This is an optimization exercise on Yosys and OpenROAD, whose aim is small area, a short achievable clock period and few clock cycles per item, not a production implementation.
The RTL was checked by simulation tests, not by an equivalence proof against the original design.

==> inputs of trial 72 <==
==> flow/design.v (excerpt) <==
module rgb_to_yuv_encoder
#(
  parameter int NUM_GROUPS = 19200
) (
  input  logic        CLOCK_50_I,
  input  logic        reset,
  input  logic        enable,
  input  logic [15:0] SRAM_read_data,
  output logic [17:0] SRAM_address,
  output logic [15:0] SRAM_write_data,
  output logic        SRAM_we_n,
  output logic        done
);
  localparam logic [14:0] LAST_GROUP = 15'(NUM_GROUPS - 1);
  logic        run_q;         
  logic        done_q;
  logic        we_n_q;
  logic        wr_ok_q;       
  logic [3:0]  slot_q;
  logic [17:0] rp_q;          
  logic [14:0] wg_q;          
  logic [17:0] addr_q;
  logic [15:0] din_q, d1_q, d2_q;     
  logic        first_q;               
  logic [19:0] ya_q, yb_q;            
  logic        yc_q;
  logic        swap_q;                
  logic [9:0]  cx_q, cy_q;            
  logic        cm_q;                  
  logic [16:0] ua_q, ub_q;            
  logic        uc_q;
  logic [7:0]  hu_q, hv_q;            
  logic [15:0] wd_q;                  
  logic [7:0]  pr, pg, pb;
  logic [19:0] ya, yb;
  logic        yc;
  logic [7:0]  y_new;
  assign pr = first_q ? d1_q[15:8]  : d1_q[7:0];
  assign pg = first_q ? d1_q[7:0]   : din_q[15:8];
  assign pb = first_q ? din_q[15:8] : din_q[7:0];
  y_calc_tree u_yt (.r(pr), .g(pg), .b(pb), .ha(ya), .hb(yb), .c(yc));
  y_calc_add  u_ya (.ha(ya_q), .hb(yb_q), .c(yc_q), .o(y_new));
  logic [8:0]  rs, gs, bs;
  logic [9:0]  f1, f2;
  logic [16:0] ua, ub;
  logic        uc;
  logic [7:0]  uv_new;
  assign rs = {1'b0, d2_q[15:8]} + {1'b0, d1_q[7:0]};
  assign gs = {1'b0, d2_q[7:0]}  + {1'b0, din_q[15:8]};
  assign bs = {1'b0, d1_q[15:8]} + {1'b0, din_q[7:0]};
  assign f1 = {1'b0, bs} - {1'b0, gs};
  assign f2 = {1'b0, gs} - {1'b0, rs};
  uv_calc_tree u_uvt (.x(cx_q), .y(cy_q), .w(cy_q ^ {10{cm_q}}), .m(cm_q), .ha(ua), .hb(ub), .c(uc));
  uv_calc_add  u_uva (.ha(ua_q), .hb(ub_q), .c(uc_q), .o(uv_new));
  logic [17:0] u_addr, v_addr;
  logic        rd_next;       
  logic        last_write;
  assign u_addr = U_BASE_ADDRESS + {3'd0, wg_q};
  ...
Settings: LEC_CHECK=0, CAP_MARGIN=20, CORE_MARGIN=2, CORE_UTILIZATION=40, CTS_CLUSTER_DIAMETER=120, CTS_CLUSTER_SIZE=24, SLEW_MARGIN=20, SYNTH_HIERARCHICAL=1; clock period 12.0 ns.
standard.sh (not shown) runs the stock make flow with config.mk's settings and CLKGATE_MAP_FILE= SYNTH_SCRIPT=/design/flow/synth_recipe.tcl, a recipe that flattens the netlist after the stock synthesis.
==> flow/flow/run.sh <==
#!/bin/bash
# The standard layout (standard synthesis, floorplan, placement, CTS, routing) with the
# resizer's setup-repair target tightened: repair_timing aims for this much positive slack
# against the unchanged 12 ns constraint, so it sizes and buffers the critical paths.
# The SDC, clock period, I/O delays and every other setting stay the standard flow's.
set -uo pipefail
bash standard.sh SETUP_SLACK_MARGIN=8.5 finish > standard.log 2>&1
==> inputs of build 6, as changes to trial 72 <==
--- a/flow/flow/run.sh
+++ b/flow/flow/run.sh
@@ -5,3 +5,3 @@
 # The SDC, clock period, I/O delays and every other setting stay the standard flow's.
 set -uo pipefail
-bash standard.sh SETUP_SLACK_MARGIN=8.5 finish > standard.log 2>&1
+bash standard.sh SETUP_SLACK_MARGIN=8.55 finish > standard.log 2>&1
- SYNTH_HIERARCHICAL: 1 -> default
==> summary.txt <==
Result of the run: trial 72 finished clean; build 6 finished clean
Largest clock skew in the final design: trial 72 0.0116 ns; build 6 0.0304 ns
Layout sequential cell count: trial 72 238; build 6 236
Simple-gate area share of the yosys netlist: trial 72 8.37%; build 6 7.74%
Tightest hold margin: trial 72 0.380 ns; build 6 0.357 ns
Placed Cells incl. Taps: trial 72 2013; build 6 1985
Synthesized instance count: trial 72 1534; build 6 1451
Post-route insts no fill: trial 72 2053; build 6 2012
GR Util All Layers: trial 72 16.5%; build 6 17.2%
CTS sink count: trial 72 238; build 6 236
Placeable Area: trial 72 39500 um^2; build 6 37600 um^2
Time the worst path needs with I/O delays and setup: trial 72 3.46 ns; build 6 3.46 ns
Least-Margin Pin Slew: trial 72 0.862 ns; build 6 0.986 ns
Fraction of cell area in non-clock buffers: trial 72 3.40%; build 6 3.10%
Filler cell count: trial 72 3789; build 6 3501
Final Routed Wirelength: trial 72 32700 um; build 6 32600 um
Area of combinational cells with multiple inputs: trial 72 9180 um^2; build 6 9120 um^2
Testbench counts of trial 72, summed over its fixed seeds: cycles 1,536,068, frames 8.
Testbench counts of build 6, summed over its fixed seeds: cycles 1,536,068, frames 8.

[static timing again, ports no longer ideal]
How much do the figures lean on ideal ports? The routed layouts below were timed once more, with nothing changed but the port constraints.
Step 1: set_driving_cell puts a clkbuf_16 on CLOCK_50_I and a buf_2 on each other input, an assumption about the parent block.
Step 2 adds t to the input delays and takes it off the output delays; t is the mean of the earliest and latest rising clock arrival at the registers after step 1. Input paths then give back, and output paths get back, about the clock's delay inside the block.
a / b / c = ideal / step 1 / step 2; a / b = the first two.
| run | shift t [ns] | setup WS [ns] | slew at the worst register clock pin (ns) | pins driven straight from the clock port |
|---|---|---|---|---|
| trial 72 | 0.544 | 8.542 / 8.491 / 8.472 | 0.10 / 0.10 | 1 |
| build 6 | 0.536 | 8.536 / 8.488 / 8.494 | 0.10 / 0.10 | 1 |
After both steps every run listed still meets setup and hold. For trial 72, which loses most, drivers alone change the setup slack by -0.051 ns; drivers and shift together by -0.070 ns.
